What follows belongs to an exercise in optimizing a design on an open flow for small area, a short achievable clock period and few clock cycles; a production flow would make more cautious choices. In this exercise RTL edits were held to simulation tests only and were not proved equivalent to the original. Power and IR drop assume default switching activity.

**config.mk**
```make
export PLATFORM = sky130hd
export DESIGN_NAME = ex_stage
export DESIGN_NICKNAME = ex_stage
export VERILOG_FILES = /design/flow/design.v
export SDC_FILE = /design/flow/constraint.sdc
export NUM_CORES = 4
export LEC_CHECK = 0
export CAP_MARGIN = 20
export CORE_MARGIN = 2
export CORE_UTILIZATION = 40
export SLEW_MARGIN = 20
```
**constraint.sdc**
```tcl
create_clock -name core_clock -period 11.0 [get_ports {clk}]
set_input_delay 2.2000 -clock core_clock [delete_from_list [all_inputs] [get_ports {clk}]]
set_output_delay 2.2000 -clock core_clock [all_outputs]
set_load 0.01 [all_outputs]
```
**design.v**
```verilog
package ex_pkg;
    localparam int INST_W = 32;
    localparam logic [6:0] OPC_OP_IMM = 7'b0010011;
    localparam logic [6:0] OPC_OP     = 7'b0110011;
    localparam logic [6:0] OPC_LOAD   = 7'b0000011;
    localparam logic [6:0] OPC_STORE  = 7'b0100011;
    localparam logic [6:0] OPC_BRANCH = 7'b1100011;
    localparam logic [6:0] OPC_JAL    = 7'b1101111;
    localparam logic [6:0] OPC_JALR   = 7'b1100111;
    localparam logic [6:0] OPC_LUI    = 7'b0110111;
    localparam logic [6:0] OPC_AUIPC  = 7'b0010111;
    localparam logic [2:0] F3_ADD_SUB = 3'b000;
    localparam logic [2:0] F3_SLL     = 3'b001;
    localparam logic [2:0] F3_SLT     = 3'b010;
    localparam logic [2:0] F3_SLTU    = 3'b011;
    localparam logic [2:0] F3_XOR     = 3'b100;
    localparam logic [2:0] F3_SR      = 3'b101;
    localparam logic [2:0] F3_OR      = 3'b110;
    localparam logic [2:0] F3_AND     = 3'b111;
    localparam logic [2:0] F3_BEQ  = 3'b000;
    localparam logic [2:0] F3_BNE  = 3'b001;
    localparam logic [2:0] F3_BLT  = 3'b100;
    localparam logic [2:0] F3_BGE  = 3'b101;
    localparam logic [2:0] F3_BLTU = 3'b110;
    localparam logic [2:0] F3_BGEU = 3'b111;
    localparam logic [2:0] F3_DIV  = 3'b100;
    localparam logic [2:0] F3_DIVU = 3'b101;
    localparam logic [6:0] F7_MULDIV = 7'b0000001;
    typedef enum logic [3:0] {
        ALU_ADD,
        ALU_SUB,
        ALU_SLL,
        ALU_SLT,
        ALU_SLTU,
        ALU_XOR,
        ALU_SRL,
        ALU_SRA,
        ALU_OR,
        ALU_AND
    } alu_op_e;
endpackage
`timescale 1ns/1ps
module ex_shift (
    input  logic [31:0] a_i,
    input  logic [4:0]  shamt_i,
    input  logic        left_i,
    input  logic        arith_i,
    output logic [31:0] res_o
);
    logic [31:0] x;
    logic [31:0] y;
    logic        fill;
    logic signed [32:0] t;
    always_comb begin
        for (int i = 0; i < 32; i++) begin
            x[i] = left_i ? a_i[31-i] : a_i[i];
        end
    end
    assign fill = arith_i && !left_i && a_i[31];
    assign t    = $signed({fill, x}) >>> shamt_i;
    assign y    = t[31:0];
    always_comb begin
        for (int i = 0; i < 32; i++) begin
            res_o[i] = left_i ? y[31-i] : y[i];
        end
    end
endmodule
`timescale 1ns/1ps
module ex_div (
    input  logic        clk,
    input  logic        rst_n_i,
    input  logic        req_i,         
    input  logic        early_i,       
    input  logic        b_zero_i,
    input  logic        signed_i,
    input  logic [31:0] a_i,
    input  logic [31:0] b_i,
    output logic        hold_o,
    output logic [31:0] quotient_o
);
    logic        busy;
    logic [31:0] rem;
    logic [31:0] dsr;
    logic [31:0] quo;
    logic [4:0]  cnt;
    logic        neg;
    logic [31:0] a_mag;
    logic [31:0] b_mag;
    logic [4:0]  lz_a;
    logic [4:0]  lz_b;
    logic [4:0]  sh;
    logic [32:0] trial;
    logic        qbit;
    logic        last;
    logic [30:0] quo_neg;
    function automatic logic [4:0] clz(input logic [31:0] v);
        logic [4:0] n;
        n = 5'd31;
        for (int i = 0; i < 32; i++) begin
            if (v[i]) n = 31 - i;
        end
        clz = n;
    endfunction
    assign a_mag = (signed_i && a_i[31]) ? -a_i : a_i;
    assign b_mag = (signed_i && b_i[31]) ? -b_i : b_i;
    assign lz_a  = clz(a_mag);
    assign lz_b  = clz(b_mag);
    assign sh    = lz_b - lz_a;
    assign trial = {1'b0, rem} - {1'b0, dsr};
    assign qbit  = !trial[32];
    assign last  = (cnt == 5'd0);
    always_ff @(posedge clk or negedge rst_n_i) begin
        if (!rst_n_i) begin
            busy <= 1'b0;
        end else if (!busy) begin
            busy <= req_i && !early_i;
        end else if (last) begin
            busy <= 1'b0;
        end
    end
    always_ff @(posedge clk) begin
        if (!busy) begin
            rem <= a_mag;
            dsr <= b_mag << sh;
            quo <= '0;
            cnt <= sh;
            neg <= signed_i && (a_i[31] ^ b_i[31]);
        end else begin
            if (qbit) rem <= trial[31:0];
            dsr <= dsr >> 1;
            quo <= {quo[30:0], qbit};
            cnt <= cnt - 5'd1;
        end
    end
    assign quo_neg = -quo[30:0];
    always_comb begin
        if (!busy) begin
            quotient_o = {32{b_zero_i}};
        end else if (!neg) begin
            quotient_o = {quo[30:0], qbit};
        end else if (qbit) begin
            quotient_o = {~quo[30:0], 1'b1};
        end else begin
            quotient_o = {quo_neg, 1'b0};
        end
    end
    assign hold_o = req_i && (busy ? !last : !early_i);
endmodule
`timescale 1ns/1ps
module ex_stage #(
    parameter int XLEN = 32
) (
    input  logic                      clk,
    input  logic                      rst_n_i,
    input  logic [ex_pkg::INST_W-1:0] inst_i,
    input  logic [XLEN-1:0]           inst_addr_i,
    input  logic [XLEN-1:0]           rs1_data_i,
    input  logic [XLEN-1:0]           rs2_data_i,
    output logic                      reg_w_ena_o,
    output logic [4:0]                reg_w_addr_o,
    output logic [XLEN-1:0]           reg_w_data_o,
    output logic                      mem_r_ena_o,
    output logic [XLEN-1:0]           mem_r_addr_o,
    output logic                      mem_w_ena_o,
    output logic [XLEN-1:0]           mem_w_addr_o,
    output logic [XLEN-1:0]           mem_w_data_o,
    output logic                      jump_flag_o,
    output logic [XLEN-1:0]           jump_addr_o,
    output logic                      div_hold_o
);
    logic [31:0] inst;
    logic [31:0] pc;
    logic [31:0] a;
    logic [31:0] b;
    logic [6:0]  opcode;
    logic [2:0]  f3;
    assign inst   = inst_i;
    assign pc     = inst_addr_i;
    assign a      = rs1_data_i;
    assign b      = rs2_data_i;
    assign opcode = inst[6:0];
    assign f3     = inst[14:12];
    logic is_op_imm, is_op, is_load, is_store, is_branch, is_jal, is_jalr, is_lui, is_auipc;
    logic is_muldiv, is_alu_r, is_div, div_signed;
    assign is_op_imm  = (opcode == ex_pkg::OPC_OP_IMM);
    assign is_op      = (opcode == ex_pkg::OPC_OP);
    assign is_load    = (opcode == ex_pkg::OPC_LOAD);
    assign is_store   = (opcode == ex_pkg::OPC_STORE);
    assign is_branch  = (opcode == ex_pkg::OPC_BRANCH);
    assign is_jal     = (opcode == ex_pkg::OPC_JAL);
    assign is_jalr    = (opcode == ex_pkg::OPC_JALR);
    assign is_lui     = (opcode == ex_pkg::OPC_LUI);
    assign is_auipc   = (opcode == ex_pkg::OPC_AUIPC);
    assign is_muldiv  = (inst[31:25] == ex_pkg::F7_MULDIV);
    assign is_alu_r   = is_op && !is_muldiv;
    assign is_div     = is_op && is_muldiv && (f3[2:1] == 2'b10);
    assign div_signed = !f3[0];
    logic [31:0] imm_i, imm_s, imm_b, imm_u, imm_j;
    assign imm_i = {{20{inst[31]}}, inst[31:20]};
    assign imm_s = {{20{inst[31]}}, inst[31:25], inst[11:7]};
    assign imm_b = {{19{inst[31]}}, inst[31], inst[7], inst[30:25], inst[11:8], 1'b0};
    assign imm_u = {inst[31:12], 12'b0};
    assign imm_j = {{11{inst[31]}}, inst[31], inst[19:12], inst[20], inst[30:21], 1'b0};
    logic [31:0] op1, op2;
    logic        sub;
    logic        signs_differ;
    logic [32:0] sum;
    logic        lt_u, lt_s, eq;
    assign signs_differ = a[31] ^ b[31];
    always_comb begin
        if (is_lui) begin
            op1 = '0;
        end else if (is_jal || is_jalr || is_auipc) begin
            op1 = pc;
        end else begin
            op1 = a;
        end
        if (is_op || is_branch) begin
            op2 = b;
        end else if (is_store) begin
            op2 = imm_s;
        end else if (is_lui || is_auipc) begin
            op2 = imm_u;
        end else if (is_jal || is_jalr) begin
            op2 = 32'd4;
        end else begin
            op2 = imm_i;
        end
    end
    assign sub = is_branch
              || ((is_op || is_op_imm) && (f3[2:1] == 2'b01))
              || (is_alu_r && (f3 == 3'b000) && inst[30])
              || (is_div && !(div_signed && signs_differ));
    assign sum  = {1'b0, op1} + {1'b0, op2 ^ {32{sub}}} + {32'b0, sub};
    assign lt_u = !sum[32];
    assign lt_s = lt_u ^ op1[31] ^ op2[31];
    assign eq   = (a == b);
    logic [31:0] shres;
    logic [31:0] alu_res;
    ex_shift u_shift (
        .a_i     (a),
        .shamt_i (op2[4:0]),
        .left_i  (!f3[2]),
        .arith_i (inst[30]),
        .res_o   (shres)
    );
    always_comb begin
        case (f3)
            3'b000:  alu_res = sum[31:0];
            3'b001:  alu_res = shres;
            3'b010:  alu_res = {31'b0, lt_s};
            3'b011:  alu_res = {31'b0, lt_u};
            3'b100:  alu_res = a ^ op2;
            3'b101:  alu_res = shres;
            3'b110:  alu_res = a | op2;
            default: alu_res = a & op2;
        endcase
    end
    logic zero_sum;
    logic a_lt_b;
    logic b_zero;
    logic div_early;
    logic div_hold;
    logic [31:0] div_q;
    assign zero_sum = ((a ^ b) == {a[30:0] | b[30:0], 1'b0});
    assign b_zero   = (b == '0);
    always_comb begin
        if (!(div_signed && (a[31] || b[31]))) begin
            a_lt_b = lt_u;
        end else if (!signs_differ) begin
            a_lt_b = !lt_u && !eq;
        end else if (a[31]) begin
            a_lt_b = !sum[31] && !zero_sum;
        end else begin
            a_lt_b = sum[31];
        end
    end
    assign div_early = b_zero || a_lt_b;
    ex_div u_div (
        .clk        (clk),
        .rst_n_i    (rst_n_i),
        .req_i      (is_div),
        .early_i    (div_early),
        .b_zero_i   (b_zero),
        .signed_i   (div_signed),
        .a_i        (a),
        .b_i        (b),
        .hold_o     (div_hold),
        .quotient_o (div_q)
    );
    logic cond;
    always_comb begin
        case (f3)
            3'b000:  cond = eq;
            3'b001:  cond = !eq;
            3'b100:  cond = lt_s;
            3'b101:  cond = !lt_s;
            3'b110:  cond = lt_u;
            3'b111:  cond = !lt_u;
            default: cond = 1'b0;
        endcase
    end
    logic [31:0] jbase, joff;
    assign jbase = is_jalr ? a : pc;
    always_comb begin
        if (is_branch) begin
            joff = imm_b;
        end else if (is_jal) begin
            joff = imm_j;
        end else begin
            joff = imm_i;
        end
    end
    assign div_hold_o   = div_hold;
    assign reg_w_ena_o  = (is_op_imm || is_alu_r || is_load || is_jal || is_jalr ||
                           is_lui || is_auipc || is_div) && !div_hold;
    assign reg_w_addr_o = inst[11:7];
    assign reg_w_data_o = is_div ? div_q : ((is_op_imm || is_op) ? alu_res : sum[31:0]);
    assign mem_r_ena_o  = is_load;
    assign mem_r_addr_o = sum[31:0];
    assign mem_w_ena_o  = is_store;
    assign mem_w_addr_o = sum[31:0];
    assign mem_w_data_o = b;
    assign jump_flag_o  = is_jal || is_jalr || (is_branch && cond);
    assign jump_addr_o  = jbase + joff;
endmodule
```
**run.sh**
```bash
#!/bin/bash
# synth_recipe.tcl (not shown) runs the flow's synth.tcl, then flattens the netlist and writes it again
# the make line also repeats each setting of config.mk as NAME=value (left out here)
make -C /OpenROAD-flow-scripts/flow DESIGN_CONFIG=/design/flow/config.mk WORK_HOME=/design/flow/orfs CLKGATE_MAP_FILE= SYNTH_SCRIPT=/design/flow/synth_recipe.tcl finish
```
==> results of run 1 <==
metrics by stage:
step           power, W  cells  utilization (%)  setup slack (ns)
6_report        0.00423   3932             48.0             0.414
5_1_grt         0.00452   3927             48.0            0.0792
4_1_cts         0.00419   3927             48.0            0.0181
3_5_place_dp    0.00384   3911             47.4            0.0770
3_3_place_gp    0.00381   3911             47.4             0.250
2_1_floorplan   0.00276   3026                -              1.82
cell usage in the layout (no fill, tap or decap), types with 47 or more instances in the layout:
master and n:
a31oi_1 47, dfxtp_1 68, a21oi_1 249, nand3_1 96, ha_1 200, buf_4 136, nor2_1 221, mux2_2 52
nor3_1 49, o21ai_0 207, a21o_1 50, inv_1 171, mux2i_1 94, clkdlybuf4s50_1 297, xnor2_1 199, a211oi_1 53
nand2_1 240
state kept, by name, indices dropped and copies added, names as in the netlist:
signal	count
u_div.rem	32
u_div.dsr	32
u_div.busy	1
u_div.neg	1
u_div.cnt	5
u_div.quo	31
path summary, 6_finish.rpt:
| path | slack (ns) | endpoint | from |
|---|---|---|---|
| setup reg to reg | 7.20 | u_div.rem[3]$_DFFE_PP_ | u_div.rem[0]$_DFFE_PP_ |
| max in group asynchronous | 8.89 | u_div.busy$_DFF_PN0_ | rst_n_i |
| hold / removal | 0.47 | u_div.dsr[9]$_DFF_P_ | u_div.dsr[10]$_DFF_P_ |
| setup / recovery | 0.41 | div_hold_o | inst_i[6] |
| min in group asynchronous | 1.98 | u_div.busy$_DFF_PN0_ | rst_n_i |
| hold reg to reg | 0.47 | u_div.dsr[9]$_DFF_P_ | u_div.dsr[10]$_DFF_P_ |
report_power, final:
| part | leakage [nW] | switching, W | internal, W |
|---|---|---|---|
| registers | 0.911 | 0.0000801 | 0.000564 |
| clock network | 0.145 | 0.000158 | 0.000164 |
| logic | 9.47 | 0.00197 | 0.00130 |
what timing repair did:
item                       4_1_cts  5_1_grt
resized for setup                0        4
setup endpoints to repair        0        3
setup buffers                    0        0
worst max-delay path, cell delays in order:
cell             delay [ns]
clkdlybuf4s50_1        0.57
or3b_1                 0.53
a21oi_2                0.43
nor2_1                 0.22
a22oi_1                0.19
buf_4                  0.17
xnor2_1                0.07
ha_1                   0.34
a21oi_1                0.38
a21oi_1                0.16
o2111ai_1              0.33
a41oi_1                0.25
a31oi_1                0.32
a21oi_1                0.23
a211oi_4               0.48
nor2_1                 0.12
a2111oi_2              0.49
buf_4                  0.22
o21bai_1               0.11
clkdlybuf4s50_1        0.56
per-layer routing:
| metal | global-route usage [%] | wire length [microns] |
|---|---|---|
| met1 | 49.1 | 45300 |
| met2 | 62.0 | 50600 |
| met3 | 6.94 | 10800 |
| met4 | 29.1 | 10000 |
| met5 | 0 | 9 |
cell type report:
cell class,count,area (sq um),area share [%]
timing repair buffer,435,4000,15.4
sequential,102,2380,9.17
multi-input combinational,2499,17700,68.3
inverter,179,672,2.59
tap,696,871,3.35
clock buffer,10,239,0.921
antenna,5,12.5,0.0482
clock inverter,6,51.3,0.198
cell families after synthesis:
| logic type | after synthesis |
|---|---|
| XOR/XNOR | 240 |
| AO/OA/AOI/OAI | 1010 |
| buffers and inverters | 425 |
| flip-flops | 102 |
| multiplexers | 161 |
| adder cells (fa/ha/maj) | 204 |
| AND/OR/NAND/NOR | 884 |
==> summary.txt, run 1 <==
Outcome:
- The flow ran to the end and the layout has no timing, DRC or antenna violations.

Synth:
- The largest family of logic cells by synthesized area is compound AO/OA/AOI/OAI gates.
- The flop and latch count out of synthesis is 102.
- The synthesized netlist occupies a cell area of 21900 sq um.
- After Yosys synthesis, and, or, nand and nor cells account for 20.3% of the synthesized area.
- The post-synthesis cell type with the largest combined area is ha_1.
- Of the total synthesized cell area, the portion taken by XOR and XNOR cells is 9.71%.
- The fraction of registers with async set/reset is 0.980%.
- The number of warnings reported in the yosys synthesis log is 3.
- The post-synthesis share of cell area spent on full adders, half adders and majority gates is 11.8%.
- The cell count after synthesis came out at 3026.
- The multiplexer area fraction after synthesis is 8.41%.
- The portion of the post-synthesis area used by sequential elements is 10.8%.
- Yosys mapped the design onto 104 distinct sky130hd cell types.
- After synthesis, the cell types taking the most area are ha_1 11%, xnor2_1 8.0%, dfxtp_1 6.2%.
- By count the netlist is led by 251 x a21oi_1, 240 x nand2_1, 221 x nor2_1, 208 x o21ai_0, 200 x ha_1.
- The most numerous cell in the Yosys netlist is a21oi_1.
- Yosys mapped a number of flops with a built-in enable equal to 33.
- The synthesized netlist net count is 3360.
- The post-synthesis compound-gate area fraction is 30.2%.
- The synthesized design devotes to its leading area cell type 11.4% of total area.
- The most frequently used flop master after synthesis is dfxtp_1.
- The average footprint of a synthesized cell is 7.24 sq um.

Global routing:
- The via count of the first global-routing pass came to 24200.
- The number of antenna violations at the first check in global routing came to 4.
- The first global-routing pass estimated 166000 microns of wire.
- Entering global routing, the biggest net connects 82 pins.
- The final global-route overflow total is 0.
- The overall routing resource usage is 39.7%.

Worst setup path:
- The type of the setup path with the least slack is input port to primary output.
- The worst path arrival time is 8.39 ns.
- The worst setup path is launched from an input port.
- The data required time at the worst endpoint is 8.80 ns.
- Of all nets on the critical path, the largest fanout is 10.
- The critical path capture point type is a primary output.
- The depth of the most critical reg-to-reg path is 12.

Timing:
- The worst pin sits at a relative slew slack of 25.7%.
- The hold violation total from the final report is 0.
- The final worst-path cycle share is 96.2%.
- For the pin with the worst max-slew slack, the measured transition is 1.11 ns.
- Timing would allow up to 94.5 MHz.
- The max-slew violation total from the final report is 0.
- Counting I/O delays and the setup requirement, the final critical path takes 10.59 ns.
- The minimum hold slack is 0.472 ns.
- Setup repair after global routing left no endpoint under its margin.
- The count of final setup violators is 0.
- Clock skew on the completed layout was measured at 0.0137 ns.
- For the final routed database, the setup TNS stands at 0 ns.

Floorplan:
- The horizontal die dimension is 238 microns.
- The initial cell density of the core is 40.6%.
- The floorplan step defined a die boundary enclosing 56700 sq um.
- The die is 238 microns tall.
- In this run the count of I/O pins placed on the die edge is 300.
- The initialized floorplan defines 85 standard-cell rows.
- After floorplanning, the core was sized to cover 54000 sq um.

Final layout:
- The net count reported at finish is 3560.
- The share of post-route cells with drive strength above 1 is 9.22%.
- The area growth from synthesis to layout is 18.5%.
- The filler cells instantiated in the layout total 5493.
- The final instance area is 26000 sq um.

Routing:
- The iteration count of the initial detailed-routing pass is 8.
- The DRC violation count after routing is 0.
- The detail route stage leaves a number of antenna-violating nets equal to 0.
- For this block, the routed nets add up to 117000 microns of wire.
- The via density per instance is 6.49.
- For this block, the via count after detailed routing is 25500.
- The per-cell routed wire length is 29.7 microns.
- After the first detailed-routing iteration, the DRC count stood at 2899.

Place:
- Detailed placement ended at an HPWL of 94800 microns.
- The final estimated routing congestion in global placement is 1.13.
- In this run the cell area measured after placement is 25600 sq um.
- The number of I/O port buffers is 299.

Clocking:
- The insertion delay to the later sink of the worst-skew pair is 0.36 ns.
- The number of sinks on the clock net is 102.
- The number of hold buffers added after cts is 0.
- The maximum buffer depth of the clock tree is 2.
- The H-tree generated during clock tree synthesis spans 3 levels.
- The CTS tree is yes.
- The clock root buffer master is clkbuf_16.
- Clock-pin slew was measured on the worst setup and hold paths at 0.08 ns.
- The clock buffer count from CTS is 9.

Hold path:
- The min-delay analysis places its worst path in the category register to register.
- The worst hold path passes through 2 cells.

Run:
- The number of max-cap violations is 0.

Power:
- The leakage power is 10.5 nW.
- In this run the power density over the cells is 163 nW/um^2.
- The worst voltage drop across the vdd grid is 0.140 mV.
Testbench counts, summed over its fixed seeds: cycles 6,131.
==> inputs of run 2 (changes only) <==
--- a/design.v
+++ b/design.v
@@ -75,10 +75,20 @@
     input  logic        signed_i,
     input  logic [31:0] a_i,
     input  logic [31:0] b_i,
+    input  logic [31:0] dsr_sh_i,      
+    input  logic        ge_i,          
+    input  logic [31:0] diff_i,        
+    output logic        busy_o,
+    output logic        first_o,
+    output logic [31:0] rem_o,
+    output logic [31:0] dsr_o,
+    output logic [31:0] dsr_cur_o,
+    output logic [4:0]  cnt_o,
     output logic        hold_o,
     output logic [31:0] quotient_o
 );
     logic        busy;
+    logic        first;
     logic [31:0] rem;
     logic [31:0] dsr;
     logic [31:0] quo;
@@ -88,9 +98,7 @@
     logic [31:0] b_mag;
     logic [4:0]  lz_a;
     logic [4:0]  lz_b;
-    logic [4:0]  sh;
-    logic [32:0] trial;
-    logic        qbit;
+    logic [31:0] dsr_cur;
     logic        last;
     logic [30:0] quo_neg;
     function automatic logic [4:0] clz(input logic [31:0] v);
@@ -105,30 +113,35 @@
     assign b_mag = (signed_i && b_i[31]) ? -b_i : b_i;
     assign lz_a  = clz(a_mag);
     assign lz_b  = clz(b_mag);
-    assign sh    = lz_b - lz_a;
-    assign trial = {1'b0, rem} - {1'b0, dsr};
-    assign qbit  = !trial[32];
-    assign last  = (cnt == 5'd0);
+    assign dsr_cur = first ? dsr_sh_i : dsr;
+    assign last    = (cnt == 5'd0);
     always_ff @(posedge clk or negedge rst_n_i) begin
         if (!rst_n_i) begin
-            busy <= 1'b0;
-        end else if (!busy) begin
-            busy <= req_i && !early_i;
-        end else if (last) begin
-            busy <= 1'b0;
+            busy  <= 1'b0;
+            first <= 1'b0;
+        end else begin
+            if (!busy) begin
+                busy  <= req_i && !early_i;
+                first <= req_i && !early_i;
+            end else begin
+                first <= 1'b0;
+                if (last) begin
+                    busy <= 1'b0;
+                end
+            end
         end
     end
     always_ff @(posedge clk) begin
         if (!busy) begin
             rem <= a_mag;
-            dsr <= b_mag << sh;
+            dsr <= b_mag;
             quo <= '0;
-            cnt <= sh;
+            cnt <= lz_b - lz_a;
             neg <= signed_i && (a_i[31] ^ b_i[31]);
         end else begin
-            if (qbit) rem <= trial[31:0];
-            dsr <= dsr >> 1;
-            quo <= {quo[30:0], qbit};
+            if (ge_i) rem <= diff_i;
+            dsr <= dsr_cur >> 1;
+            quo <= {quo[30:0], ge_i};
             cnt <= cnt - 5'd1;
         end
     end
@@ -137,14 +150,20 @@
         if (!busy) begin
             quotient_o = {32{b_zero_i}};
         end else if (!neg) begin
-            quotient_o = {quo[30:0], qbit};
-        end else if (qbit) begin
+            quotient_o = {quo[30:0], ge_i};
+        end else if (ge_i) begin
             quotient_o = {~quo[30:0], 1'b1};
         end else begin
             quotient_o = {quo_neg, 1'b0};
         end
     end
-    assign hold_o = req_i && (busy ? !last : !early_i);
+    assign hold_o    = req_i && (busy ? !last : !early_i);
+    assign busy_o    = busy;
+    assign first_o   = first;
+    assign rem_o     = rem;
+    assign dsr_o     = dsr;
+    assign dsr_cur_o = dsr_cur;
+    assign cnt_o     = cnt;
 endmodule
 `timescale 1ns/1ps
 module ex_stage #(
@@ -207,24 +226,16 @@
     logic [32:0] sum;
     logic        lt_u, lt_s, eq;
     assign signs_differ = a[31] ^ b[31];
+    assign op1 = opcode[2] ? pc : a;
     always_comb begin
-        if (is_lui) begin
-            op1 = '0;
-        end else if (is_jal || is_jalr || is_auipc) begin
-            op1 = pc;
-        end else begin
-            op1 = a;
-        end
-        if (is_op || is_branch) begin
-            op2 = b;
-        end else if (is_store) begin
-            op2 = imm_s;
-        end else if (is_lui || is_auipc) begin
-            op2 = imm_u;
-        end else if (is_jal || is_jalr) begin
-            op2 = 32'd4;
+        if (opcode[2]) begin
+            op2 = opcode[6] ? 32'd4 : imm_u;              
+        end else if (opcode[5] && (opcode[4] || opcode[6])) begin
+            op2 = b;                                      
+        end else if (opcode[5]) begin
+            op2 = imm_s;                                  
         end else begin
-            op2 = imm_i;
+            op2 = imm_i;                                  
         end
     end
     assign sub = is_branch
@@ -235,12 +246,17 @@
     assign lt_u = !sum[32];
     assign lt_s = lt_u ^ op1[31] ^ op2[31];
     assign eq   = (a == b);
+    logic        div_busy;
+    logic [31:0] div_rem;
+    logic [31:0] div_dsr;
+    logic [31:0] div_dsr_cur;
+    logic [4:0]  div_cnt;
     logic [31:0] shres;
     logic [31:0] alu_res;
     ex_shift u_shift (
-        .a_i     (a),
-        .shamt_i (op2[4:0]),
-        .left_i  (!f3[2]),
+        .a_i     (div_busy ? div_dsr : a),
+        .shamt_i (div_busy ? div_cnt : (opcode[5] ? b[4:0] : inst[24:20])),
+        .left_i  (div_busy || !f3[2]),
         .arith_i (inst[30]),
         .res_o   (shres)
     );
@@ -285,6 +301,15 @@
         .signed_i   (div_signed),
         .a_i        (a),
         .b_i        (b),
+        .dsr_sh_i   (shres),
+        .ge_i       (jsum[32]),
+        .diff_i     (jsum[31:0]),
+        .busy_o     (div_busy),
+        .first_o    (),
+        .rem_o      (div_rem),
+        .dsr_o      (div_dsr),
+        .dsr_cur_o  (div_dsr_cur),
+        .cnt_o      (div_cnt),
         .hold_o     (div_hold),
         .quotient_o (div_q)
     );
@@ -301,26 +326,36 @@
         endcase
     end
     logic [31:0] jbase, joff;
-    assign jbase = is_jalr ? a : pc;
+    logic [32:0] jsum;
     always_comb begin
-        if (is_branch) begin
-            joff = imm_b;
-        end else if (is_jal) begin
-            joff = imm_j;
+        if (div_busy) begin
+            jbase = div_rem;
+            joff  = ~div_dsr_cur;
         end else begin
-            joff = imm_i;
+            jbase = (opcode[3:2] == 2'b01) ? a : pc;     
+            if (opcode[3]) begin
+                joff = imm_j;
+            end else if (opcode[2]) begin
+                joff = imm_i;
+            end else begin
+                joff = imm_b;
+            end
         end
     end
+    assign jsum = {1'b0, jbase} + {1'b0, joff} + {32'b0, div_busy};
     assign div_hold_o   = div_hold;
     assign reg_w_ena_o  = (is_op_imm || is_alu_r || is_load || is_jal || is_jalr ||
                            is_lui || is_auipc || is_div) && !div_hold;
     assign reg_w_addr_o = inst[11:7];
-    assign reg_w_data_o = is_div ? div_q : ((is_op_imm || is_op) ? alu_res : sum[31:0]);
+    assign reg_w_data_o = is_div ? div_q :
+                          !opcode[2] ? alu_res :                      
+                          (opcode[5] && !opcode[6]) ? imm_u :         
+                          sum[31:0];                                  
     assign mem_r_ena_o  = is_load;
     assign mem_r_addr_o = sum[31:0];
     assign mem_w_ena_o  = is_store;
     assign mem_w_addr_o = sum[31:0];
     assign mem_w_data_o = b;
     assign jump_flag_o  = is_jal || is_jalr || (is_branch && cond);
-    assign jump_addr_o  = jbase + joff;
+    assign jump_addr_o  = jsum[31:0];
 endmodule
--- a/config.mk
+++ b/config.mk
@@ -5,6 +5,7 @@
 export SDC_FILE = /design/flow/constraint.sdc
 export NUM_CORES = 4
 export LEC_CHECK = 0
+export ABC_AREA = 1
 export CAP_MARGIN = 20
 export CORE_MARGIN = 2
 export CORE_UTILIZATION = 40
==> summary.txt, run 2 <==
Floorplan:
- The top-level port count came to 300 (unchanged).
- The placement row count came to 80 (was 85).
- The initial cell density of the core is 40.3% (was 40.6%).
- The horizontal die dimension is 223 microns (was 238 microns).
- The height of the chip was 223 microns (was 238 microns).
- The area of the core came to 47400 sq um (was 54000 sq um).
- The total die area was 49500 sq um (was 56700 sq um).

Synth:
- The number of library cell types mapped by synthesis is 64 (was 104).
- The fraction of registers with async set/reset is 1.94% (was 0.980%).
- The synthesized netlist net count is 3563 (was 3360).
- The most frequently used flop master after synthesis is dfxtp_1 (unchanged).
- The portion of the post-synthesis area used by sequential elements was 12.6% (was 10.8%).
- The proportion of netlist area held by the largest area contributor came to 16.4% (was 11.4%).
- The post-synthesis cell count is 3261 (was 3026).
- The combined area of all synthesized cells is 19100 sq um (was 21900 sq um).
- The post-synthesis cell type with the largest combined area is nand2_1 (was ha_1).
- The flop and latch count out of synthesis came to 103 (was 102).
- The count of flip-flops with a built-in enable after synthesis was 33 (unchanged).
- Top cell types by occurrence after synthesis: 833 x nand2_1, 371 x o21ai_0, 360 x inv_1, 291 x nor2_1, 220 x a21oi_1 (was 251 x a21oi_1, 240 x nand2_1, 221 x nor2_1, 208 x o21ai_0, 200 x ha_1).
- Largest cells by area after synthesis: nand2_1 16%, ha_1 11%, o21ai_0 9.7% (was ha_1 11%, xnor2_1 8.0%, dfxtp_1 6.2%).
- The average footprint of a synthesized cell is 5.86 sq um (was 7.24 sq um).
- The number of warnings reported in the yosys synthesis log was 3 (unchanged).
- The most numerous cell in the Yosys netlist is nand2_1 (was a21oi_1).

Global routing:
- The largest net degree at the start of global routing is 94 (was 82).
- The global-route wire length before repair came to 165000 microns (was 166000 microns).
- The via count of the first global-routing pass is 24400 (was 24200).
- The number of antenna violations at the first check in global routing is 6 (was 4).
- The overall routing resource usage is 45.6% (was 39.7%).
- The final global-route overflow total is 0 (unchanged).

Outcome:
- Status: finished clean (unchanged).

Run:
- The number of max-cap violations is 0 (unchanged).

Worst setup path:
- The maximum fanout along the worst path is 20 (was 10).
- The kind of start point of the critical path is an input port (unchanged).
- The critical path capture point type is a primary output (unchanged).
- The worst path arrival time is 8.50 ns (was 8.39 ns).
- The data required time at the worst endpoint is 8.80 ns (about the same).
- The type of the setup path with the least slack is input port to primary output (unchanged).

Power:
- The worst voltage drop across the vdd grid is 0.358 mV (was 0.140 mV).
- The clock network fraction of design power is 6.5% (was 7.6%).
- The switching power of the nets is 0.00302 W (was 0.00221 W).
- The leakage power is 12.3 nW (was 10.5 nW).
- The net switching fraction of the power is 52.3% (was 52.1%).
- The sequential group share of total power is 10.8% (was 15.2%).
- The internal power summed over all cells is 0.00276 W (was 0.00203 W).
- The combinational group share of total power is 82.7% (was 77.2%).
- The total power divided by cell area came to 229 nW/um^2 (was 163 nW/um^2).

Timing:
- The tightest slew margin relative to the limit came to 14.9% (was 25.7%).
- The minimum hold slack is 0.476 ns (was 0.472 ns).
- The worst clock skew is 0.0261 ns (was 0.0137 ns).
- The final worst-path cycle share is 97.3% (was 96.2%).
- The count of final setup violators is 0 (unchanged).
- The final sum of negative setup slack was 0 ns (unchanged).
- The max-slew violation total from the final report came to 0 (unchanged).
- The slew at the pin with the worst max-slew slack was 1.27 ns (was 1.11 ns).
- The worst path setup slack after routing is 0.301 ns (was 0.414 ns).
- The highest clock rate was 93.5 MHz (was 94.5 MHz).
- The clock period minus worst slack is 10.70 ns (was 10.59 ns).
- The hold violation total from the final report came to 0 (unchanged).

Clocking:
- The CTS tree is yes (unchanged).
- The clock buffer count from CTS is 9 (unchanged).
- The clock root buffer master is clkbuf_16 (unchanged).
- The insertion delay to the later sink of the worst-skew pair is 0.42 ns (was 0.36 ns).
- The level count of the clock H-tree is 3 (unchanged).
- The number of sinks on the clock net is 103 (was 102).
- The post-CTS clock slew at the launch and capture registers of the worst setup and hold paths is 0.09 ns (was 0.08 ns).
- The maximum buffer depth of the clock tree is 2 (unchanged).

Routing:
- The via density per instance was 6.00 (was 6.49).
- The wire length after detailed routing is 116000 microns (was 117000 microns).
- The remaining antenna violation count is 0 (unchanged).
- The iteration count of the initial detailed-routing pass is 5 (was 8).
- The detailed-route via count is 26100 (was 25500).
- The per-cell routed wire length is 26.7 microns (was 29.7 microns).
- The DRC violation total after the first TritonRoute iteration was 3570 (was 2899).
- The DRC violation count after routing is 0 (unchanged).

Final layout:
- The post-layout utilization of the core is 53.3% (was 48.0%).
- Biggest regs: u_div.dsr x32, u_div.rem x32, u_div.quo x31 (unchanged).
- The count of filler cells inserted in the layout is 4855 (was 5493).
- The share of post-route cells with drive strength above 1 was 13.2% (was 9.22%).
- The most common library cell in the layout ignoring fill and taps is nand2_1 (was clkdlybuf4s50_1).
- The net count reported at finish was 4029 (was 3560).
- The growth of design area from synthesis to finish is 32.2% (was 18.5%).
- Top library cells by usage in the layout, fill and taps aside: 830 x nand2_1, 370 x buf_4, 357 x inv_1 (was 297 x clkdlybuf4s50_1, 249 x a21oi_1, 240 x nand2_1).

Place:
- The number of I/O port buffers is 299 (unchanged).
- The half-perimeter wire length of the detailed placement result came to 96600 microns (was 94800 microns).
- The final estimated routing congestion in global placement is 1.12 (was 1.13).
- The worst slack at placement is -0.771 ns (was 0.0770 ns).

Hold path:
- The worst min-delay path class is register to register (unchanged).
[run 2: cell types whose count changed after synthesis, moves of 32 or more]
cell      change
a211oi_1     -39
xor2_1       +77
ha_1         -32
xnor2_1     -169
mux2_2       -52
and2_1       -43
a21o_1       -50
nand2b_1     -32
inv_1       +189
nand2_1     +593
nor2_1       +70
mux2i_1      -84
o21ai_0     +163
[run 2: path summary, 6_finish.rpt]
| kind | start | depth (start not counted) | endpoint | slack [ns] |
|---|---|---|---|---|
| worst min register to register | u_div.quo[9]$_SDFF_PN0_ | 2 | u_div.quo[10]$_SDFF_PN0_ | 0.48 |
| worst max register to register | u_div.busy$_DFF_PN0_ | 41 | u_div.rem[29]$_DFFE_PP_ | 3.90 |
| max in group asynchronous | rst_n_i | 1 | u_div.busy$_DFF_PN0_ | 8.90 |
| worst min-delay path | u_div.quo[9]$_SDFF_PN0_ | 2 | u_div.quo[10]$_SDFF_PN0_ | 0.48 |
| worst max-delay path | inst_i[6] | 23 | jump_flag_o | 0.30 |
| min in group asynchronous | rst_n_i | 1 | u_div.busy$_DFF_PN0_ | 1.96 |
[run 2: area by class of cell]
cell class / instances / area, sq um / share of cell area, %
Clock buffer: 9 / 225 / 0.891
Timing Repair Buffer: 677 / 5940 / 23.5
Antenna cell: 4 / 10.0 / 0.0396
Tap cell: 615 / 769 / 3.05
Inverter: 377 / 1420 / 5.62
Multi-Input combinational cell: 2559 / 14400 / 57.1
Sequential cell: 103 / 2410 / 9.53
Clock inverter: 7 / 80.1 / 0.317
[run 2: metal layers]
layer  global-route usage [%]  routed length, microns  vias to the layer above
li1                         -                       -                    11800
met5                        0                      39                        -
met3                     11.9                   14300                      347
met4                     23.1                    6860                        6
met2                     68.7                   48300                     1839
met1                     60.0                   46500                    12100
[run 2: worst max-delay path, cell delays in order]
cell,delay (ns)
clkdlybuf4s50_1,0.62
nor2_2,0.25
nor2_2,0.05
buf_4,0.18
inv_2,0.17
buf_4,0.30
a21oi_1,0.12
inv_1,0.55
o22ai_1,0.31
inv_1,0.18
xor2_1,0.21
ha_1,0.33
a21oi_1,0.24
inv_1,0.06
a31oi_1,0.21
o221ai_1,0.19
a221oi_1,0.37
nand2_1,0.29
xnor2_1,0.32
nand2_1,0.08
o311a_1,0.16
o21ai_0,0.45
clkdlybuf4s50_1,0.64
[run 2: cells by family (layout without fill, tap and decap cells)]
family          count (synthesis)  after routing  synth area share, %
xor+xnor                      149            149                 6.95
buf+inv                       599           1070                 13.2
other cells                     0              4                    0
simple gates                 1367           1367                 29.4
flops                         103            103                 12.6
compound gates                860            860                 25.9
mux                            11             11                0.576
fa+ha+maj                     172            172                 11.4
[run 2: per-stage QoR]
step,instance area [sq um],power (W),instances
after floorplan,19100,0.00272,3261
after global placement,24600,0.00506,4323
after detailed placement,24700,0.00512,4324
after CTS,25000,0.00554,4341
after global routing,25300,0.00607,4347
final,25300,0.00578,4351
[run 2: power by group through the flow]
stage	registers (W)	logic (W)	clock network [W]
5_1_grt	0.000628	0.00506	0.000383
4_1_cts	0.000614	0.00456	0.000373
3_5_place_dp	0.000622	0.00450	0
2_1_floorplan	0.000583	0.00214	0
6_report	0.000622	0.00478	0.000377
3_3_place_gp	0.000620	0.00444	0
[run 2: timing repair]
item,in CTS,in global routing
setup endpoints to repair,44,46
pin swaps,2,6
setup buffers,1,6
hold buffers,0,0
gates resized for setup,31,117
Testbench counts of run 2, summed over its fixed seeds: cycles 6,131.
==> inputs of run 3 (changes only) <==
--- a/design.v
+++ b/design.v
@@ -79,16 +79,15 @@
     input  logic        ge_i,          
     input  logic [31:0] diff_i,        
     output logic        busy_o,
-    output logic        first_o,
     output logic [31:0] rem_o,
     output logic [31:0] dsr_o,
-    output logic [31:0] dsr_cur_o,
     output logic [4:0]  cnt_o,
     output logic        hold_o,
     output logic [31:0] quotient_o
 );
     logic        busy;
-    logic        first;
+    logic        align;
+    logic        fin;
     logic [31:0] rem;
     logic [31:0] dsr;
     logic [31:0] quo;
@@ -98,9 +97,14 @@
     logic [31:0] b_mag;
     logic [4:0]  lz_a;
     logic [4:0]  lz_b;
-    logic [31:0] dsr_cur;
+    logic [4:0]  sh;
+    logic [31:0] rem1;
+    logic [32:0] trial2;
+    logic        q2;
     logic        last;
-    logic [30:0] quo_neg;
+    logic [30:0] hi;
+    logic        lo;
+    logic [30:0] hi_neg;
     function automatic logic [4:0] clz(input logic [31:0] v);
         logic [4:0] n;
         n = 5'd31;
@@ -113,21 +117,28 @@
     assign b_mag = (signed_i && b_i[31]) ? -b_i : b_i;
     assign lz_a  = clz(a_mag);
     assign lz_b  = clz(b_mag);
-    assign dsr_cur = first ? dsr_sh_i : dsr;
-    assign last    = (cnt == 5'd0);
+    assign sh    = lz_b - lz_a;
+    assign rem1   = ge_i ? diff_i : rem;
+    assign trial2 = {1'b0, rem1} - {2'b0, dsr[31:1]};
+    assign q2     = !trial2[32];
+    assign last = fin || (!align && cnt == 5'd0);
     always_ff @(posedge clk or negedge rst_n_i) begin
         if (!rst_n_i) begin
             busy  <= 1'b0;
-            first <= 1'b0;
+            align <= 1'b0;
+            fin   <= 1'b0;
         end else begin
             if (!busy) begin
                 busy  <= req_i && !early_i;
-                first <= req_i && !early_i;
+                align <= req_i && !early_i && (sh != 5'd0);
+                fin   <= 1'b0;
+            end else if (align) begin
+                align <= 1'b0;
+            end else if (last) begin
+                busy  <= 1'b0;
+                fin   <= 1'b0;
             end else begin
-                first <= 1'b0;
-                if (last) begin
-                    busy <= 1'b0;
-                end
+                fin   <= (cnt == 5'd1);
             end
         end
     end
@@ -136,34 +147,36 @@
             rem <= a_mag;
             dsr <= b_mag;
             quo <= '0;
-            cnt <= lz_b - lz_a;
+            cnt <= sh;
             neg <= signed_i && (a_i[31] ^ b_i[31]);
+        end else if (align) begin
+            dsr <= dsr_sh_i;
         end else begin
-            if (ge_i) rem <= diff_i;
-            dsr <= dsr_cur >> 1;
-            quo <= {quo[30:0], ge_i};
-            cnt <= cnt - 5'd1;
+            rem <= q2 ? trial2[31:0] : rem1;
+            dsr <= {2'b0, dsr[31:2]};
+            quo <= {quo[29:0], ge_i, q2};
+            cnt <= cnt - 5'd2;
         end
     end
-    assign quo_neg = -quo[30:0];
+    assign hi     = fin ? quo[31:1] : quo[30:0];
+    assign lo     = fin ? quo[0] : ge_i;
+    assign hi_neg = -hi;
     always_comb begin
         if (!busy) begin
             quotient_o = {32{b_zero_i}};
         end else if (!neg) begin
-            quotient_o = {quo[30:0], ge_i};
-        end else if (ge_i) begin
-            quotient_o = {~quo[30:0], 1'b1};
+            quotient_o = {hi, lo};
+        end else if (lo) begin
+            quotient_o = {~hi, 1'b1};
         end else begin
-            quotient_o = {quo_neg, 1'b0};
+            quotient_o = {hi_neg, 1'b0};
         end
     end
-    assign hold_o    = req_i && (busy ? !last : !early_i);
-    assign busy_o    = busy;
-    assign first_o   = first;
-    assign rem_o     = rem;
-    assign dsr_o     = dsr;
-    assign dsr_cur_o = dsr_cur;
-    assign cnt_o     = cnt;
+    assign hold_o = req_i && (busy ? !last : !early_i);
+    assign busy_o = busy;
+    assign rem_o  = rem;
+    assign dsr_o  = dsr;
+    assign cnt_o  = cnt;
 endmodule
 `timescale 1ns/1ps
 module ex_stage #(
@@ -249,7 +262,6 @@
     logic        div_busy;
     logic [31:0] div_rem;
     logic [31:0] div_dsr;
-    logic [31:0] div_dsr_cur;
     logic [4:0]  div_cnt;
     logic [31:0] shres;
     logic [31:0] alu_res;
@@ -305,10 +317,8 @@
         .ge_i       (jsum[32]),
         .diff_i     (jsum[31:0]),
         .busy_o     (div_busy),
-        .first_o    (),
         .rem_o      (div_rem),
         .dsr_o      (div_dsr),
-        .dsr_cur_o  (div_dsr_cur),
         .cnt_o      (div_cnt),
         .hold_o     (div_hold),
         .quotient_o (div_q)
@@ -330,7 +340,7 @@
     always_comb begin
         if (div_busy) begin
             jbase = div_rem;
-            joff  = ~div_dsr_cur;
+            joff  = ~div_dsr;
         end else begin
             jbase = (opcode[3:2] == 2'b01) ? a : pc;     
             if (opcode[3]) begin
==> summary.txt, run 3 <==
Timing:
- The tightest slew margin relative to the limit came to 27.4% (was 14.9%).
- The slew at the pin with the worst max-slew slack came to 1.08 ns (was 1.27 ns).
- The final sum of negative setup slack came to 0 ns (unchanged).
- The final worst-path cycle share was 94.9% (was 97.3%).
- The clock period minus worst slack came to 10.44 ns (was 10.70 ns).
- The count of final setup violators is 0 (unchanged).
- Setup repair after global routing left no endpoint under its margin.
- The highest clock rate was 95.8 MHz (was 93.5 MHz).
- The worst clock skew is 0.0203 ns (was 0.0261 ns).
- The hold violation total from the final report is 0 (unchanged).
- The max-slew violation total from the final report came to 0 (unchanged).

Global routing:
- The overall routing resource usage is 43.3% (was 45.6%).
- The via count of the first global-routing pass was 24800 (was 24400).
- The number of antenna violations at the first check in global routing is 13 (was 6).
- The final global-route overflow total is 0 (unchanged).
- The largest net degree at the start of global routing was 71 (was 94).
- The global-route wire length before repair is 178000 microns (was 165000 microns).

Worst setup path:
- The kind of start point of the critical path is an input port (unchanged).
- The buffers plus inverters on the worst setup path is 5 (was 8).
- The data required time at the worst endpoint is 8.80 ns (about the same).
- The type of the setup path with the least slack is input port to primary output (unchanged).
- The critical path capture point type is a primary output (unchanged).
- The maximum fanout along the worst path is 24 (was 20).
- The register-to-register setup slack is 2.42 ns (was 3.90 ns).
- The delay of the slowest critical-path stage was 0.64 ns (about the same).
- Critical path, cell by cell: clkdlybuf4s50_1, nor2_1, nor2_1, inv_1, buf_4, nor2_1, nor3_1, inv_1, xor2_1, ha_1, nand2_1, o21ai_1, a21boi_2, o21ai_1, a21boi_2, o21ai_2, nand3_1, nand2_1, xnor2_1, nor3_1, a2111oi_0, o21ai_0, clkdlybuf4s50_1 (was clkdlybuf4s50_1, nor2_2, nor2_2, buf_4, inv_2, buf_4, a21oi_1, inv_1, o22ai_1, inv_1, xor2_1, ha_1, a21oi_1, inv_1, a31oi_1, o221ai_1, a221oi_1, nand2_1, xnor2_1, nand2_1, o311a_1, o21ai_0, clkdlybuf4s50_1).
- The critical-path cell with the highest stage delay is clkdlybuf4s50_1 (unchanged).
- The critical path's most frequent cell is nor2_1 (was inv_1).
- The worst path arrival time was 8.24 ns (was 8.50 ns).
- The category of cells accounting for the largest share of critical-path delay is buffers and inverters (unchanged).

Synth:
- The average footprint of a synthesized cell came to 5.99 sq um (was 5.86 sq um).
- Top cell types by occurrence after synthesis: 836 x nand2_1, 464 x inv_1, 399 x o21ai_0, 264 x nor2_1, 258 x a21oi_1 (was 833 x nand2_1, 371 x o21ai_0, 360 x inv_1, 291 x nor2_1, 220 x a21oi_1).
- The portion of the post-synthesis area used by sequential elements is 11.3% (was 12.6%).
- The most frequently used flop master after synthesis is dfxtp_1 (unchanged).
- The fraction of registers with async set/reset is 2.86% (was 1.94%).
- The combined area of all synthesized cells is 22000 sq um (was 19100 sq um).
- The post-synthesis cell type with the largest combined area is nand2_1 (unchanged).
- The most numerous cell in the Yosys netlist is nand2_1 (unchanged).
- The post-synthesis cell count came to 3682 (was 3261).
- Largest cells by area after synthesis: nand2_1 14%, ha_1 11%, o21ai_0 9.1% (was nand2_1 16%, ha_1 11%, o21ai_0 9.7%).
- The proportion of netlist area held by the largest area contributor is 14.2% (was 16.4%).
- The number of warnings reported in the yosys synthesis log is 3 (unchanged).
- The count of flip-flops with a built-in enable after synthesis is 38 (was 33).
- The flop and latch count out of synthesis was 105 (was 103).
- The number of library cell types mapped by synthesis is 67 (was 64).
- The synthesized netlist net count is 4014 (was 3563).

Clocking:
- The CTS tree was yes (unchanged).
- The insertion delay to the later sink of the worst-skew pair is 0.42 ns (about the same).
- The number of gates resized after cts is 0 (was 31).
- The clock buffer count from CTS was 9 (unchanged).
- The clock root buffer master is clkbuf_16 (unchanged).
- The number of sinks on the clock net is 105 (was 103).
- The number of hold buffers added after cts came to 0 (unchanged).
- The buffer count from post-CTS setup fixing came to 0 (was 1).
- The level count of the clock H-tree was 3 (unchanged).
- The post-CTS clock slew at the launch and capture registers of the worst setup and hold paths is 0.08 ns (was 0.09 ns).
- The maximum buffer depth of the clock tree is 2 (unchanged).

Final layout:
- The net count reported at finish is 4160 (was 4029).
- The share of post-route cells with drive strength above 1 is 5.43% (was 13.2%).
- The growth of design area from synthesis to finish came to 16.0% (was 32.2%).
- Biggest regs: u_div.dsr x32, u_div.quo x32, u_div.rem x32 (was u_div.dsr x32, u_div.rem x32, u_div.quo x31).
- The area of all sequential standard cells is 2500 sq um (was 2410 sq um).
- The count of filler cells inserted in the layout is 5978 (was 4855).
- The most common library cell in the layout ignoring fill and taps is nand2_1 (unchanged).
- The area occupied by multi-input gates was 16500 sq um (was 14400 sq um).
- Top library cells by usage in the layout, fill and taps aside: 833 x nand2_1, 462 x inv_1, 396 x o21ai_0 (was 830 x nand2_1, 370 x buf_4, 357 x inv_1).

Run:
- The number of max-cap violations is 0 (unchanged).

Routing:
- The iteration count of the initial detailed-routing pass is 8 (was 5).
- The per-cell routed wire length is 28.0 microns (was 26.7 microns).
- The via density per instance came to 6.12 (was 6.00).
- The DRC violation count after routing is 0 (unchanged).
- The DRC violation total after the first TritonRoute iteration came to 3718 (was 3570).
- The detailed-route via count is 27800 (was 26100).
- The wire length after detailed routing came to 127000 microns (was 116000 microns).
- The remaining antenna violation count came to 0 (unchanged).

Power:
- The leakage power is 11.7 nW (was 12.3 nW).
- The clock network fraction of design power is 5.0% (was 6.5%).
- The net switching fraction of the power is 59.9% (was 52.3%).
- The total power after layout is 0.00723 W (was 0.00578 W).
- The worst voltage drop across the vdd grid came to 0.650 mV (was 0.358 mV).
- The sequential group share of total power is 9.3% (was 10.8%).
- The switching power of the nets was 0.00433 W (was 0.00302 W).
- The internal power summed over all cells is 0.00290 W (was 0.00276 W).
- The combinational group share of total power is 85.7% (was 82.7%).
- The total power divided by cell area is 283 nW/um^2 (was 229 nW/um^2).

Floorplan:
- The total die area is 57000 sq um (was 49500 sq um).
- The horizontal die dimension came to 239 microns (was 223 microns).
- The height of the chip is 239 microns (was 223 microns).
- The placement row count is 86 (was 80).
- The top-level port count is 300 (unchanged).
- The initial cell density of the core is 40.2% (was 40.3%).
- The area of the core is 54800 sq um (was 47400 sq um).

Place:
- The final estimated routing congestion in global placement was 1.12 (about the same).
- The half-perimeter wire length of the detailed placement result is 104000 microns (was 96600 microns).
- The number of I/O port buffers is 299 (unchanged).

Hold path:
- The worst min-delay path class was register to register (unchanged).

Outcome:
- Status: finished clean (unchanged).
-- run 3: changes by cell type in the layout (fill, tap and decap cells not counted), sizes merged, moves of 18 or more --
cell | previous run | this run
o211ai | 69 | 28
inv | 368 | 478
o221ai | 19 | 50
o22ai | 43 | 104
a22oi | 5 | 42
a21oi | 220 | 265
xor2 | 119 | 142
buf | 379 | 78
nor3 | 47 | 83
xnor2 | 30 | 48
ha | 168 | 197
o21ai | 391 | 460
-- run 3: per-stage QoR --
stage / area, sq um / hold slack, ns / setup slack [ns] / instances / util (%)
floorplan: 22000 / 0.444 / 2.36 / 3682 / -
global placement: 25300 / 0.462 / 0.874 / 4521 / 46.1
detailed placement: 25300 / 0.467 / 0.859 / 4521 / 46.1
CTS: 25500 / 0.486 / 0.851 / 4537 / 46.6
global route: 25500 / 0.524 / 0.303 / 4538 / 46.6
finish: 25600 / 0.486 / 0.562 / 4546 / 46.7
-- run 3: tightest hold or removal path, stage by stage, from the launching register on --
cell,delay (ns)
dfxtp_1,0.31
inv_1,0.06
o22ai_1,0.08
-- run 3: final cells by class --
type	instances	share of cell area, %
Antenna cell	9	0.0881
Inverter	480	7.07
Sequential cell	105	9.78
Multi-Input combinational cell	2856	64.6
Timing Repair Buffer	376	14.0
Clock buffer	9	0.881
Clock inverter	7	0.215
Tap cell	704	3.45
-- run 3: final timing paths --
check / startpoint / end / cells past startpoint
setup / recovery: inst_i[6] / jump_flag_o / 23
hold / removal: u_div.quo[31]$_SDFFE_PN0N_ / u_div.quo[31]$_SDFFE_PN0N_ / 2
setup reg to reg: u_div.busy$_DFF_PN0_ / u_div.rem[0]$_DFFE_PN_ / 31
hold reg to reg: u_div.quo[31]$_SDFFE_PN0N_ / u_div.quo[31]$_SDFFE_PN0N_ / 2
max in group asynchronous: rst_n_i / u_div.busy$_DFF_PN0_ / 1
min in group asynchronous: rst_n_i / u_div.busy$_DFF_PN0_ / 1
-- run 3: layer usage --
metal / vias up / GRT usage, % / wire, microns
li1: 12700 / - / -
met1: 12900 / 57.3 / 51700
met2: 1853 / 62.4 / 51900
met3: 376 / 11.5 / 14700
met4: 12 / 26.0 / 8990
met5: - / 0 / 80
-- run 3: cell families after synthesis --
kind of cell	count (synthesis)	share of synthesized area (%)
compound gates	1051	27.9
buf+inv	721	13.9
mux	20	0.908
flops	105	11.3
simple gates	1393	26.6
xor+xnor	190	7.75
fa+ha+maj	202	11.6
-- run 3: power by group through the flow --
stage / Sequential [W] / Clock, W / Combinational (W)
2_1_floorplan: 0.000593 / 0 / 0.00398
3_3_place_gp: 0.000673 / 0 / 0.00597
3_5_place_dp: 0.000676 / 0 / 0.00596
4_1_cts: 0.000667 / 0.000358 / 0.00599
5_1_grt: 0.000682 / 0.000371 / 0.00666
6_report: 0.000674 / 0.000362 / 0.00620
Testbench counts of run 3, summed over its fixed seeds: cycles 5,373.
==> inputs of run 4 (changes only) <==
--- a/design.v
+++ b/design.v
@@ -255,10 +255,14 @@
               || ((is_op || is_op_imm) && (f3[2:1] == 2'b01))
               || (is_alu_r && (f3 == 3'b000) && inst[30])
               || (is_div && !(div_signed && signs_differ));
-    assign sum  = {1'b0, op1} + {1'b0, op2 ^ {32{sub}}} + {32'b0, sub};
+    logic [31:0] op2x, prop, gen;
+    assign op2x = op2 ^ {32{sub}};
+    assign prop = op1 ^ op2x;
+    assign gen  = op1 & op2x;
+    assign sum  = {1'b0, op1} + {1'b0, op2x} + {32'b0, sub};
     assign lt_u = !sum[32];
     assign lt_s = lt_u ^ op1[31] ^ op2[31];
-    assign eq   = (a == b);
+    assign eq   = &prop;
     logic        div_busy;
     logic [31:0] div_rem;
     logic [31:0] div_dsr;
@@ -278,10 +282,10 @@
             3'b001:  alu_res = shres;
             3'b010:  alu_res = {31'b0, lt_s};
             3'b011:  alu_res = {31'b0, lt_u};
-            3'b100:  alu_res = a ^ op2;
+            3'b100:  alu_res = prop;
             3'b101:  alu_res = shres;
-            3'b110:  alu_res = a | op2;
-            default: alu_res = a & op2;
+            3'b110:  alu_res = prop | gen;
+            default: alu_res = gen;
         endcase
     end
     logic zero_sum;
@@ -290,7 +294,7 @@
     logic div_early;
     logic div_hold;
     logic [31:0] div_q;
-    assign zero_sum = ((a ^ b) == {a[30:0] | b[30:0], 1'b0});
+    assign zero_sum = (prop == {prop[30:0] | gen[30:0], 1'b0});
     assign b_zero   = (b == '0);
     always_comb begin
         if (!(div_signed && (a[31] || b[31]))) begin
==> flow/run.sh (new file) <==
#!/bin/bash
# The standard layout, with each port buffered by buf_2 instead of the
# default delay-cell buffer. The make run's full output goes to flow_make.log.
set -euo pipefail
export BUFFER_PORTS_ARGS="-buffer_cell sky130_fd_sc_hd__buf_2"
bash standard.sh "BUFFER_PORTS_ARGS=-buffer_cell sky130_fd_sc_hd__buf_2" finish > flow_make.log 2>&1
==> standard.sh (new file) <==
#!/bin/bash
# synth_recipe.tcl (not shown) runs the flow's synth.tcl, then flattens the netlist and writes it again
# the make line also repeats each setting of config.mk as NAME=value (left out here)
make -C /OpenROAD-flow-scripts/flow DESIGN_CONFIG=/design/flow/config.mk WORK_HOME=/design/flow/orfs CLKGATE_MAP_FILE= SYNTH_SCRIPT=/design/flow/synth_recipe.tcl "${@:-finish}"
removed: run.sh
==> summary.txt, run 4 <==
Outcome:
- Status: finished clean (unchanged).

Synth:
- Top cell types by occurrence after synthesis: 829 x nand2_1, 485 x inv_1, 481 x o21ai_0, 285 x nor2_1, 264 x a21oi_1 (was 836 x nand2_1, 464 x inv_1, 399 x o21ai_0, 264 x nor2_1, 258 x a21oi_1).
- The flop and latch count out of synthesis is 105 (unchanged).
- Largest cells by area after synthesis: nand2_1 15%, o21ai_0 11%, inv_1 8.7% (was nand2_1 14%, ha_1 11%, o21ai_0 9.1%).
- The number of library cell types mapped by synthesis is 66 (was 67).
- The count of flip-flops with a built-in enable after synthesis is 38 (unchanged).
- The portion of the post-synthesis area used by sequential elements came to 11.9% (was 11.3%).
- The number of warnings reported in the yosys synthesis log is 3 (unchanged).
- The proportion of netlist area held by the largest area contributor is 14.8% (was 14.2%).
- The most frequently used flop master after synthesis was dfxtp_1 (unchanged).
- The most numerous cell in the Yosys netlist is nand2_1 (unchanged).
- The average footprint of a synthesized cell is 5.78 sq um (was 5.99 sq um).
- The fraction of registers with async set/reset is 2.86% (unchanged).
- The post-synthesis cell count is 3626 (was 3682).
- The post-synthesis cell type with the largest combined area is nand2_1 (unchanged).
- The synthesized netlist net count is 3896 (was 4014).
- The combined area of all synthesized cells came to 21000 sq um (was 22000 sq um).

Place:
- The half-perimeter wire length of the detailed placement result is 89000 microns (was 104000 microns).
- The area of placed instances is 22500 sq um (was 25300 sq um).
- The number of I/O port buffers is 299 (unchanged).
- The final estimated routing congestion in global placement is 1.03 (was 1.12).
- The cell count after placement came to 4404 (was 4521).

Global routing:
- The number of antenna violations at the first check in global routing is 3 (was 13).
- The via count of the first global-routing pass is 23300 (was 24800).
- The final global-route overflow total is 0 (unchanged).
- The overall routing resource usage is 38.4% (was 43.3%).
- The global-route wire length before repair is 153000 microns (was 178000 microns).
- The largest net degree at the start of global routing was 66 (was 71).

Clocking:
- The number of hold buffers added after cts is 0 (unchanged).
- The post-CTS clock slew at the launch and capture registers of the worst setup and hold paths is 0.08 ns (about the same).
- The number of sinks on the clock net is 105 (unchanged).
- The insertion delay to the later sink of the worst-skew pair was 0.41 ns (was 0.42 ns).
- The CTS tree is yes (unchanged).
- The level count of the clock H-tree came to 3 (unchanged).
- The buffer count from post-CTS setup fixing is 0 (unchanged).
- The clock buffer count from CTS came to 9 (unchanged).
- The clock root buffer master is clkbuf_16 (unchanged).
- The maximum buffer depth of the clock tree was 2 (unchanged).
- The number of gates resized after cts is 0 (unchanged).

Final layout:
- The share of post-route cells with drive strength above 1 was 11.3% (was 5.43%).
- The final instance area is 22800 sq um (was 25600 sq um).
- The post-route non-filler standard cell count is 4425 (was 4546).
- Top library cells by usage in the layout, fill and taps aside: 826 x nand2_1, 485 x inv_1, 478 x o21ai_0 (was 833 x nand2_1, 462 x inv_1, 396 x o21ai_0).
- The most common library cell in the layout ignoring fill and taps is nand2_1 (unchanged).
- The growth of design area from synthesis to finish is 8.91% (was 16.0%).
- The net count reported at finish is 4005 (was 4160).
- Biggest regs: u_div.dsr x32, u_div.quo x32, u_div.rem x32 (unchanged).

Timing:
- The max-slew violation total from the final report is 0 (unchanged).
- The final sum of negative setup slack is 0 ns (unchanged).
- The worst clock skew is 0.0105 ns (was 0.0203 ns).
- The hold violation total from the final report is 0 (unchanged).
- The count of final setup violators was 0 (unchanged).
- The slew at the pin with the worst max-slew slack is 1.21 ns (was 1.08 ns).
- The final worst-path cycle share is 91.5% (was 94.9%).
- The tightest slew margin relative to the limit is 18.2% (was 27.4%).
- Unrepaired setup endpoints after global routing: no (unchanged).
- The highest clock rate is 99.4 MHz (was 95.8 MHz).
- The clock period minus worst slack came to 10.06 ns (was 10.44 ns).
- The minimum hold slack is 0.496 ns (was 0.486 ns).

Floorplan:
- The top-level port count is 300 (unchanged).
- The area of the core came to 51600 sq um (was 54800 sq um).
- The total die area was 54300 sq um (was 57000 sq um).
- The initial cell density of the core is 40.6% (was 40.2%).
- The horizontal die dimension was 233 microns (was 239 microns).
- The placement row count was 83 (was 86).
- The height of the chip came to 233 microns (was 239 microns).

Worst setup path:
- The critical path capture point type is a primary output (unchanged).
- The worst path arrival time is 7.86 ns (was 8.24 ns).
- The type of the setup path with the least slack is input port to primary output (unchanged).
- The maximum fanout along the worst path was 14 (was 24).
- The data required time at the worst endpoint is 8.80 ns (about the same).
- The kind of start point of the critical path is an input port (unchanged).

Power:
- The worst voltage drop across the vdd grid is 0.174 mV (was 0.650 mV).
- The total power divided by cell area came to 288 nW/um^2 (was 283 nW/um^2).
- The leakage power is 11.2 nW (was 11.7 nW).

Routing:
- The per-cell routed wire length came to 24.3 microns (was 28.0 microns).
- The iteration count of the initial detailed-routing pass was 6 (was 8).
- The DRC violation count after routing is 0 (unchanged).
- The wire length after detailed routing is 108000 microns (was 127000 microns).
- The detailed-route via count was 26100 (was 27800).
- The remaining antenna violation count came to 0 (unchanged).
- The DRC violation total after the first TritonRoute iteration is 3476 (was 3718).
- The via density per instance was 5.90 (was 6.12).

Hold path:
- The worst min-delay path class is register to register (unchanged).

Run:
- The number of max-cap violations came to 0 (unchanged).
## run 4: layout make-up
cell class                      instances  area [sq um]
Clock inverter                          7          78.8
Fill cell                            5799         28800
Tap cell                              680           851
Sequential cell                       105          2500
Multi-Input combinational cell       2773         15400
Clock buffer                            9           225
Inverter                              502          1890
Antenna cell                            5          12.5
Timing Repair Buffer                  344          1850
## run 4: worst paths after layout
| kind | startpoint | endpoint | slack (ns) | cells after the start |
|---|---|---|---|---|
| max in group asynchronous | rst_n_i | u_div.busy$_DFF_PN0_ | 9.31 | 1 |
| max reg2reg | u_div.busy$_DFF_PN0_ | u_div.rem[30]$_DFFE_PN_ | 2.37 | 42 |
| max | inst_i[6] | reg_w_data_o[30] | 0.94 | 26 |
| min | u_div.quo[31]$_SDFFE_PN0N_ | u_div.quo[31]$_SDFFE_PN0N_ | 0.50 | 2 |
| min reg2reg | u_div.quo[31]$_SDFFE_PN0N_ | u_div.quo[31]$_SDFFE_PN0N_ | 0.50 | 2 |
| min in group asynchronous | rst_n_i | u_div.busy$_DFF_PN0_ | 1.57 | 1 |
## run 4: cells by family (layout without fill, tap and decap cells)
group / Yosys count / count (layout) / synth area share [%]
other: 0 / 5 / 0
and+or+nand+nor: 1330 / 1330 / 25.9
buffers and inverters: 748 / 862 / 14.8
xor gates and xnor gates: 185 / 185 / 7.73
muxes: 20 / 20 / 0.955
AOI/OAI and AO/OA: 1098 / 1098 / 30.3
adders and majority gates: 140 / 140 / 8.53
DFF: 105 / 105 / 11.9
## run 4: per-stage QoR
stage                     total power, W  utilization (%)  setup slack [ns]
after global routing             0.00712             44.2             0.643
after CTS                        0.00643             44.2              1.05
after global placement           0.00608             43.6              1.14
final                            0.00657             44.3             0.936
after floorplan                  0.00440                -              2.09
after detailed placement         0.00604             43.6              1.01
## run 4: power by group
| part | switching (W) | leakage, nW | internal [W] |
|---|---|---|---|
| sequential | 0.0000946 | 0.971 | 0.000548 |
| clock | 0.000201 | 0.151 | 0.000164 |
| combinational | 0.00376 | 10.1 | 0.00180 |
## run 4: layer usage
layer	GRT usage [%]	part of all wire, %
met4	17.3	5.1
met2	56.5	42
met5	0	0
met3	9.69	11
met1	52.3	42
## run 4: worst max-delay path, stage by stage
cell and delay, ns:
buf_2 0.14, clkinv_1 0.39, nand2_1 0.69, o21ai_0 0.25
xnor2_1 0.28, inv_1 0.07, ha_1 0.40, nand2_1 0.10
inv_1 0.05, nand2_1 0.05, nand2_1 0.07, a21boi_0 0.29
o21ai_1 0.21, a21oi_1 0.32, o21ai_1 0.18, a21boi_0 0.39
o21ai_1 0.15, nand2_1 0.09, nand2_1 0.09, a21oi_1 0.17
xor2_1 0.46, nand2_1 0.09, nand3_1 0.10, o211ai_1 0.12
a21oi_1 0.29, buf_2 0.19
Testbench counts of run 4, summed over its fixed seeds: cycles 5,373.

re-timing with driven ports:
In the flow no input, the clock included, has a driving cell. The finished layouts below were timed again as built, in two steps. Step 1: set_driving_cell puts a clkbuf_16 on clk and a buf_2 on each other input, an assumption about the parent block. Step 2 adds t to the input delays and takes it off the output delays; t is the mean of the earliest and latest rising clock arrival at the registers after step 1. Input paths then give back, and output paths get back, about the clock's delay inside the block. Three values: ideal ports, drivers, drivers and shift; two values: the first two.
run | t (ns) | setup WS [ns] | clock arrival spread, ns
run 1 | 0.399 | 0.414 / 0.385 / 0.385 | 0.014 / 0.014
run 2 | 0.472 | 0.301 / 0.256 / 0.256 | 0.026 / 0.026
run 3 | 0.478 | 0.562 / 0.478 / 0.478 | 0.024 / 0.024
run 4 | 0.466 | 0.936 / 0.869 / 0.833 | 0.011 / 0.010
After both steps setup and hold are still met in every run listed. For run 4, which loses most, drivers alone change the setup slack by -0.067 ns; drivers and shift together by -0.103 ns.
